This design comes from an exercise in tuning for small area and a short achievable clock period on the open sky130 flow, not from production work. The RTL was checked by simulation tests, not by an equivalence proof against the original design. No activity file was given, so power comes from the tool's default toggle rates.

## flow/design.v (module list and top-level ports; edited modules follow where they fit)
// module hwpe_stream_fifo: 52 lines
// module hwpe_shift_fifo: 41 lines
// module hwpe_ctrl_decode: 92 lines
// module hwpe_mac_engine: 951 lines
// module hwpe_result_unit: 55 lines
// module cluster_hwpe_tile: 111 lines
module cluster_hwpe_tile #(
  parameter int unsigned OpndDepth = 4,
  parameter int unsigned ResDepth  = 4
) (
  input  logic                               clk_i,
  input  logic                               rst_n_i,
  input  logic                               wb_cyc_i,
  input  logic                               wb_stb_i,
  input  logic                               wb_we_i,
  input  logic [tile_cfg_pkg::WB_ADDR_W-1:0] wb_adr_i,
  input  logic [tile_cfg_pkg::WB_DATA_W-1:0] wb_dat_i,
  output logic [tile_cfg_pkg::WB_DATA_W-1:0] wb_dat_o,
  output logic                               wb_ack_o,
  output logic                               wb_err_o,
  output logic                               evt_o
);
  // ...
==> flow/run.sh <==
#!/bin/bash
# synth_recipe.tcl (not shown) runs the flow's synth.tcl, then flattens the netlist and writes it again
# the make line also repeats each setting of config.mk as NAME=value (left out here)
make -C /OpenROAD-flow-scripts/flow DESIGN_CONFIG=/design/flow/config.mk WORK_HOME=/design/flow/orfs CLKGATE_MAP_FILE= SYNTH_SCRIPT=/design/flow/synth_recipe.tcl finish
==> flow/config.mk <==
export PLATFORM = sky130hd
export DESIGN_NAME = cluster_hwpe_tile
export DESIGN_NICKNAME = cluster_hwpe_tile
export VERILOG_FILES = /design/flow/design.v
export SDC_FILE = /design/flow/constraint.sdc
export NUM_CORES = 4
export LEC_CHECK = 0
export ABC_CLOCK_PERIOD_IN_PS = 3500
export CAP_MARGIN = 20
export CORE_MARGIN = 2
export CORE_UTILIZATION = 40
export SETUP_SLACK_MARGIN = 5
export SLEW_MARGIN = 20
==> flow/constraint.sdc <==
create_clock -name core_clock -period 10.0 [get_ports {clk_i}]
set_input_delay 2.0000 -clock core_clock [delete_from_list [all_inputs] [get_ports {clk_i}]]
set_output_delay 2.0000 -clock core_clock [all_outputs]
set_load 0.01 [all_outputs]
==> impl_metrics.env, run 1 <==
export IMPL_synthDistinctLibCells=64
export IMPL_whs_endpoint="i_decode.ctrl_q[17]$_DFFE_PN0P_"
export IMPL_critical_path_slowest_cell="dfstp_4"
export IMPL_synth_edf_count=352
export IMPL_drtAntennaViolNets=0
export IMPL_rsz0062_at_grt="false"
export IMPL_leakagePower_uw=0.0115
export IMPL_hold_path_class="reg2reg"
export IMPL_cts_path_max_buffers=3
export IMPL_sequential_cell_total=444
export IMPL_grt_max_degree=68
export IMPL_drv_slew=0
export IMPL_placed_cell_area_um2=27900
export IMPL_place_gp_congestion=0.829
export IMPL_drtIter0Drc=1191
export IMPL_synthArstFlopShare_pct=13.5
export IMPL_start_util_pct=40.6
export IMPL_status="complete, no violations"
export IMPL_fin_hold_ws_ns=0.473
export IMPL_r2r_end="i_engine.c_q[16]$_DFFE_PP_"
export IMPL_postSynthCellCount=2049
export IMPL_port_buffers=73
export IMPL_synth_area_um2=26200
export IMPL_clk_power_uw=1860
export IMPL_grtUsageTotal_pct=19.3
export IMPL_cts_resized=0
export IMPL_met2_usage_pct=31.0
export IMPL_tightest_slew_ns=1.00
export IMPL_syn_to_final_growth_pct=12.9
export IMPL_setup_worst_path_start_class="flop"
==> run 2, diff against run 1 <==
--- a/flow/config.mk
+++ b/flow/config.mk
@@ -5,9 +5,7 @@
 export SDC_FILE = /design/flow/constraint.sdc
 export NUM_CORES = 4
 export LEC_CHECK = 0
-export ABC_CLOCK_PERIOD_IN_PS = 3500
 export CAP_MARGIN = 20
 export CORE_MARGIN = 2
 export CORE_UTILIZATION = 40
-export SETUP_SLACK_MARGIN = 5
 export SLEW_MARGIN = 20
==> run 2 against run 1 <==
Effect of this change:
- global-route usage is the same
- via count about the same
- largest power group unchanged
- cell count barely moved
- critical path type unchanged
==> impl_metrics.env, run 2 <==
export IMPL_grtUsageTotal_pct=19.3
export IMPL_setup_viol=0
export IMPL_final_cells=3006
export IMPL_rsz0062_at_grt="false"
export IMPL_status="complete, no violations"
export IMPL_worst_slack_ns=5.01
export IMPL_viasPerCell=5.20
export IMPL_synth_area_um2=26200
export IMPL_leakagePower_uw=0.0115
export IMPL_wl_um=63700
export IMPL_drv_slew=0
export IMPL_use_met3_pct=2.97
export IMPL_fp_dieW_um=260
export IMPL_yosys_cell_count_top_type="edfxtp_1"
export IMPL_synth_ff_type="edfxtp_1"
export IMPL_grt_max_degree=68
export IMPL_start_util_pct=40.6
export IMPL_place_gp_congestion=0.829
export IMPL_rows=93
export IMPL_clockPowerShare_pct=25.5
export IMPL_drt_pass1_iter_count=5
export IMPL_met2_usage_pct=31.0
export IMPL_ys_seq_area_share_pct=48.4
export IMPL_cts_setup_buffers=0
export IMPL_synth_area_per_cell_um2=12.8
export IMPL_cts_buffers_inserted=48
export IMPL_rr_worst_depth=12
export IMPL_cp_required_ns=10.32
export IMPL_synth_edf_count=352
export IMPL_layout_commonest_cell="edfxtp_1"
export IMPL_drc=0
export IMPL_core_um2=64700
export IMPL_cp_end_kind="flop"
export IMPL_port_buffers=73
export IMPL_synth_common_cells="edfxtp_1 (352), nand2_1 (282), fa_1 (256)"
export IMPL_crit_type="reg2reg"
export IMPL_cts_sink_count=444
export IMPL_hold_depth=2
export IMPL_synth_area_top_cells="edfxtp_1 (40%), fa_1 (20%), dfrtp_1 (5.5%), and2_1 (4.3%), nand2_1 (4.0%)"
export IMPL_cts_tree="yes"
export IMPL_setup_worst_path_start_class="flop"
export IMPL_ir_drop_mv=0.130
export IMPL_clockRootBuffer="clkbuf_16"
export IMPL_timing_final_crit_share_pct=49.9
export IMPL_grt_pass1_wl_um=98500
export IMPL_synth_top_area_share_pct=40.3
export IMPL_use_met1_pct=26.8
export IMPL_yosys_area_top_type="edfxtp_1"
export IMPL_post_place_ws_ns=5.03
export IMPL_hold_viol=0
export IMPL_htree_levels=2
export IMPL_postSynthCellCount=2049
export IMPL_nets=2497
export IMPL_maxCapViolCount=0
export IMPL_grt_ovfl_total=0
export IMPL_post_place_cells=2916
export IMPL_clkSlewWorstSetupHoldPaths_ns=0.06
export IMPL_busiest_layer="met2"
export IMPL_drtAntennaViolNets=0
export IMPL_relSlewSlack_pct=30.1
export IMPL_hold_buffers=0
export IMPL_clock_latency_ns=0.59
export IMPL_fillers=5833
export IMPL_internal_power_uw=4750
export IMPL_ioPinCount=104
export IMPL_synthDistinctLibCells=64
export IMPL_p_sw_uw=2520
export IMPL_worstPathArrival_ns=5.31
export IMPL_switching_share_pct=34.7
export IMPL_grt_pass1_vias=16500
export IMPL_dieArea_um2=67700
export IMPL_reg_top3="i_opnd_fifo.mem_q: 128 flops, i_res_fifo.mem_q: 128 flops"
export IMPL_dp_hpwl_um=44000
export IMPL_power_density_nw_per_um2=246
export IMPL_fin_hold_ws_ns=0.475
export IMPL_cts_path_max_buffers=3
export IMPL_period_minus_slack_ns=4.99
export IMPL_layout_drive_gt1_share_pct=8.89
export IMPL_fmaxAchievable_mhz=201
export IMPL_crit_fanout=33
export IMPL_antenna_found_initial=2
export IMPL_syn_to_final_growth_pct=12.8
export IMPL_finClkSkew_ns=0.0222
export IMPL_layout_common_cells="edfxtp_1 (352), nand2_1 (282), fa_1 (256), inv_1 (242), and2_1 (179)"
export IMPL_cts_resized=0
export IMPL_synth_seq_cells=444
export IMPL_fp_dieH_um=260
export IMPL_ys_warn_count=7
export IMPL_hold_path_class="reg2reg"
export IMPL_vias=15600
export IMPL_power_frac_seq_pct=35.6
export IMPL_detail_route_wl_per_cell_um=21.2
export IMPL_synth_nets=2435
export IMPL_synthArstFlopShare_pct=13.5
export IMPL_tightest_slew_ns=1.04
export IMPL_p_comb_share_pct=38.9
export IMPL_fin_setup_tns_ns=0
export IMPL_drtIter0Drc=1234
[run 2: kinds of logic after synthesis]
kind of cell | after synthesis | share of synthesized area, %
compound gates | 177 | 4.62
xor+xnor | 49 | 1.64
fa+ha+maj | 317 | 22.4
buf+inv | 338 | 4.90
flops | 444 | 48.4
mux | 135 | 7.15
simple gates | 589 | 10.8
[run 2: routing by layer]
metal  wire [um]  up-vias  part of all wire (%)
li1            -     6947                     -
met1       28300     8150                    45
met2       29900      427                    47
met3        3460       99                   5.4
met4        2020        0                   3.2
met5           0        -                     0
[run 2: path summary, 6_finish.rpt]
path                            slack (ns)                            endpoint                             from
worst max-delay path                  5.01          i_engine.c_q[16]$_DFFE_PP_    i_engine.is_add_q$_DFFE_PN1P_
worst min-delay path                  0.47     i_decode.ctrl_q[17]$_DFFE_PN0P_  i_decode.ctrl_q[17]$_DFFE_PN0P_
worst max register to register        5.01          i_engine.c_q[16]$_DFFE_PP_    i_engine.is_add_q$_DFFE_PN1P_
worst min register to register        0.47     i_decode.ctrl_q[17]$_DFFE_PN0P_  i_decode.ctrl_q[17]$_DFFE_PN0P_
max in group asynchronous             7.84  i_res_fifo.rd_ptr_q[0]$_DFFE_PN0P_                          rst_n_i
min in group asynchronous             1.56      i_decode.ctrl_q[3]$_DFFE_PN0P_                          rst_n_i
[run 2: cell type report]
cell class,instances,area [um^2],share of cell area (%)
timing repair buffer,106,973,3.29
clock buffer,66,1370,4.61
multi-input combinational,1267,12300,41.4
antenna,2,5.00,0.0169
tap,855,1070,3.61
clock inverter,22,299,1.01
sequential,444,12700,42.9
inverter,244,916,3.09
[run 2: stage by stage]
| step | util [%] | area (um^2) | power, uW |
|---|---|---|---|
| after global routing | 45.8 | 29600 | 7840 |
| after global placement | 43.2 | 27900 | 5360 |
| after CTS | 45.8 | 29600 | 7330 |
| after detailed placement | 43.2 | 27900 | 5470 |
| after floorplan | - | 26200 | 4610 |
| final | 45.8 | 29600 | 7270 |
[run 2: power by group through the flow]
stage / registers (uW) / logic, uW / clock network, uW
6_report: 2590 / 2830 / 1860
4_1_cts: 2590 / 2850 / 1890
5_1_grt: 2600 / 3280 / 1960
2_1_floorplan: 2520 / 2080 / 0
3_5_place_dp: 2630 / 2850 / 0
3_3_place_gp: 2620 / 2740 / 0
[run 2: worst max-delay path, cell delays in order (launching register included)]
cell     delay (ns)
dfstp_2        0.97
nor2b_2        0.39
and2_1         0.30
fa_1           0.54
inv_1          0.06
fa_1           0.54
fa_1           0.51
inv_1          0.05
fa_1           0.35
inv_1          0.08
fa_1           0.42
inv_1          0.08
fa_1           0.40
==> run 3, diff against run 2 <==
--- a/flow/config.mk
+++ b/flow/config.mk
@@ -7,5 +7,6 @@
 export LEC_CHECK = 0
 export CAP_MARGIN = 20
 export CORE_MARGIN = 2
-export CORE_UTILIZATION = 40
+export CORE_UTILIZATION = 60
+export CTS_BUF_LIST = sky130_fd_sc_hd__clkbuf_4 sky130_fd_sc_hd__clkbuf_8
 export SLEW_MARGIN = 20
==> run 3 against run 2 <==
Effect of this change:
- highest routed layer unchanged
- cell area shrank 1.7%
- largest power group unchanged
- die area down 33%
- fmax decreased by 0.92%
- sequential share of layout area rose by 0.76 points
- critical path type unchanged
==> impl_metrics.env, run 3 <==
export IMPL_viasPerCell=5.66
export IMPL_clock_latency_ns=0.65
export IMPL_wl_met1_um=27800
export IMPL_dieArea_um2=45400
export IMPL_synthDistinctLibCells=64
export IMPL_period_minus_slack_ns=5.03
export IMPL_finClkSkew_ns=0.0341
export IMPL_tightest_slew_ns=0.964
export IMPL_ys_warn_count=7
export IMPL_layout_common_cells="edfxtp_1 (352), nand2_1 (282), fa_1 (256), inv_1 (242), and2_1 (179)"
export IMPL_core_um2=43200
export IMPL_path_cells="or2_2 -> nand2_1 -> fa_1 -> inv_1 -> fa_1 -> inv_1 -> fa_1 -> inv_1 -> fa_1 -> inv_1 -> fa_1 -> inv_1 -> fa_1"
export IMPL_ys_seq_area_share_pct=48.4
export IMPL_rsz0062_at_grt="false"
export IMPL_yosys_area_top_type="edfxtp_1"
export IMPL_cp_end_kind="flop"
export IMPL_cts_sink_count=444
export IMPL_hold_path_class="reg2reg"
export IMPL_drc=0
export IMPL_setup_worst_path_start_class="flop"
export IMPL_cts_tree="yes"
export IMPL_nets=2528
export IMPL_grt_pass1_vias=16300
export IMPL_worst_slack_ns=4.97
export IMPL_vias=15800
export IMPL_start_util_pct=60.8
export IMPL_synth_area_um2=26200
export IMPL_syn_to_final_growth_pct=10.8
export IMPL_synthArstFlopShare_pct=13.5
export IMPL_grt_ovfl_total=0
export IMPL_wl_um=61700
export IMPL_fmaxAchievable_mhz=199
export IMPL_leakagePower_uw=0.0115
export IMPL_layout_drive_gt1_share_pct=11.0
export IMPL_crit_type="reg2reg"
export IMPL_grt_max_degree=68
export IMPL_synth_nets=2435
export IMPL_yosys_cell_count_top_type="edfxtp_1"
export IMPL_final_design_area_no_fill_um2=29100
export IMPL_dp_hpwl_um=43600
export IMPL_cp_required_ns=10.36
export IMPL_postSynthCellCount=2049
export IMPL_grtUsageTotal_pct=28.7
export IMPL_detail_route_wl_per_cell_um=22.2
export IMPL_critical_path_slowest_cell="dfstp_2"
export IMPL_ir_drop_mv=0.193
export IMPL_synth_ff_type="edfxtp_1"
export IMPL_insertedDiodeCount=0
export IMPL_grt_pass1_wl_um=95600
export IMPL_drv_slew=0
export IMPL_hold_viol=0
export IMPL_fp_dieH_um=213
export IMPL_clkSlewWorstSetupHoldPaths_ns=0.06
export IMPL_drtIter0Drc=1223
export IMPL_synth_area_per_cell_um2=12.8
export IMPL_place_gp_congestion=0.873
export IMPL_post_place_ws_ns=4.99
export IMPL_highest_layer="met4"
export IMPL_rows=76
export IMPL_worstPathArrival_ns=5.39
export IMPL_cts_setup_buffers=0
export IMPL_status="complete, no violations"
export IMPL_htree_levels=3
export IMPL_cts_path_max_buffers=3
export IMPL_finalPower_uw=7050
export IMPL_synth_area_top_cells="edfxtp_1 (40%), fa_1 (20%), dfrtp_1 (5.5%), and2_1 (4.3%), nand2_1 (4.0%)"
export IMPL_antenna_found_initial=0
export IMPL_maxCapViolCount=0
export IMPL_clockRootBuffer="clkbuf_8"
export IMPL_dr_wl_met2_um=28200
export IMPL_worst_path_most_repeated_cell="fa_1"
export IMPL_synth_common_cells="edfxtp_1 (352), nand2_1 (282), fa_1 (256)"
export IMPL_reg_top3="i_opnd_fifo.mem_q: 128 flops, i_res_fifo.mem_q: 128 flops"
export IMPL_crit_fanout=33
export IMPL_hold_buffers=0
export IMPL_fillers=3337
export IMPL_ioPinCount=104
export IMPL_setup_viol=0
export IMPL_power_density_nw_per_um2=242
export IMPL_placed_cell_area_um2=27600
export IMPL_drt_pass1_iter_count=5
export IMPL_drtAntennaViolNets=0
export IMPL_synth_edf_count=352
export IMPL_met3_length_um=3800
export IMPL_fin_util_pct=67.4
export IMPL_cts_resized=0
export IMPL_cts_buffers_inserted=76
export IMPL_relSlewSlack_pct=35.7
export IMPL_fin_setup_tns_ns=0
export IMPL_max_stage_delay_ns=0.99
export IMPL_layout_commonest_cell="edfxtp_1"
export IMPL_synth_seq_cells=444
export IMPL_timing_final_crit_share_pct=50.3
export IMPL_synth_top_area_share_pct=40.3
export IMPL_fp_dieW_um=213
export IMPL_port_buffers=73
==> run 3: cell counts after synthesis <==
Identical to the previous run, type by type.
==> run 3: critical path: cells and delay by family (launching register included) <==
| kind | cells | cell delay (ns) |
|---|---|---|
| flip-flops | 1 | 0.99 |
| adder cells (fa/ha/maj) | 6 | 2.75 |
| AND/OR/NAND/NOR | 2 | 0.66 |
| buffers and inverters | 5 | 0.33 |
==> run 3: routing by layer <==
metal,vias to the layer above,global-route usage (%)
met4,0,9.55
met3,101,5.27
met2,495,43.4
met5,-,0
met1,8137,42.4
li1,7024,-
==> run 3: area by class of cell <==
type,count,area (um^2),share of cell area (%)
Timing Repair Buffer,109,996,3.42
Clock inverter,25,154,0.529
Multi-Input combinational cell,1267,12300,42.2
Inverter,244,916,3.15
Tap cell,585,732,2.52
Sequential cell,444,12700,43.7
Clock buffer,108,1310,4.51
==> run 3: power breakdown <==
part           switching (uW)  internal [uW]
logic                    1670           1230
clock network             707            871
registers                 138           2430
==> run 3: metrics by stage <==
step	hold WS [ns]	cells
floorplan	0.447	2049
global placement	0.468	2649
detailed placement	0.473	2649
CTS	0.487	2782
global route	0.515	2782
finish	0.482	2782
==> run 3: cell families (layout without fill, tap and decap cells) <==
family / count (synthesis) / in the layout / share of synthesized area [%]
AOI/OAI and AO/OA: 177 / 177 / 4.62
xor gates and xnor gates: 49 / 49 / 1.64
adders and majority gates: 317 / 317 / 22.4
buffers and inverters: 338 / 486 / 4.90
DFF: 444 / 444 / 48.4
muxes: 135 / 135 / 7.15
and+or+nand+nor: 589 / 589 / 10.8
==> run 3: worst paths after layout <==
kind	from	depth (start not counted)	end	slack [ns]
min reg2reg	i_decode.ctrl_q[31]$_DFFE_PN0P_	2	i_decode.ctrl_q[31]$_DFFE_PN0P_	0.48
max reg2reg	i_engine.is_add_q$_DFFE_PN1P_	13	i_engine.c_q[16]$_DFFE_PP_	4.97
max	i_engine.is_add_q$_DFFE_PN1P_	13	i_engine.c_q[16]$_DFFE_PP_	4.97
min	i_decode.ctrl_q[31]$_DFFE_PN0P_	2	i_decode.ctrl_q[31]$_DFFE_PN0P_	0.48
max in group asynchronous	rst_n_i	2	i_res_fifo.rd_ptr_q[0]$_DFFE_PN0P_	7.89
min in group asynchronous	rst_n_i	2	i_result.count_q[6]$_DFFE_PN0P_	1.54

[port drivers added, routing unchanged]
How much do the figures lean on ideal ports? The routed layouts below were timed once more, with nothing changed but the port constraints. Step 1 assumes that a clkbuf_16 drives the clock port and a buf_2 every other input. Step 2 also shifts input and output timing later by t, the mid clock arrival at the registers, as if the neighbouring blocks saw the same clock. a / b / c = no drivers / after step 1 / after step 2; a / b = the first two.
run	t, ns	slack for setup (ns)	hold slack, ns	worst setup path after step 2	worst slew at a driven data input, ns
run 1	0.643	5.172 / 5.172 / 5.136	0.473 / 0.473 / 0.473	input to register	0.06
run 2	0.641	5.015 / 5.015 / 5.015	0.475 / 0.475 / 0.475	register to register	0.06
run 3	0.678	4.969 / 4.969 / 4.969	0.482 / 0.482 / 0.482	register to register	0.04
After both steps every run listed still meets setup and hold. The setup slack of run 1, which loses most, moves by 0.000 ns with the drivers and by -0.036 ns with both steps.
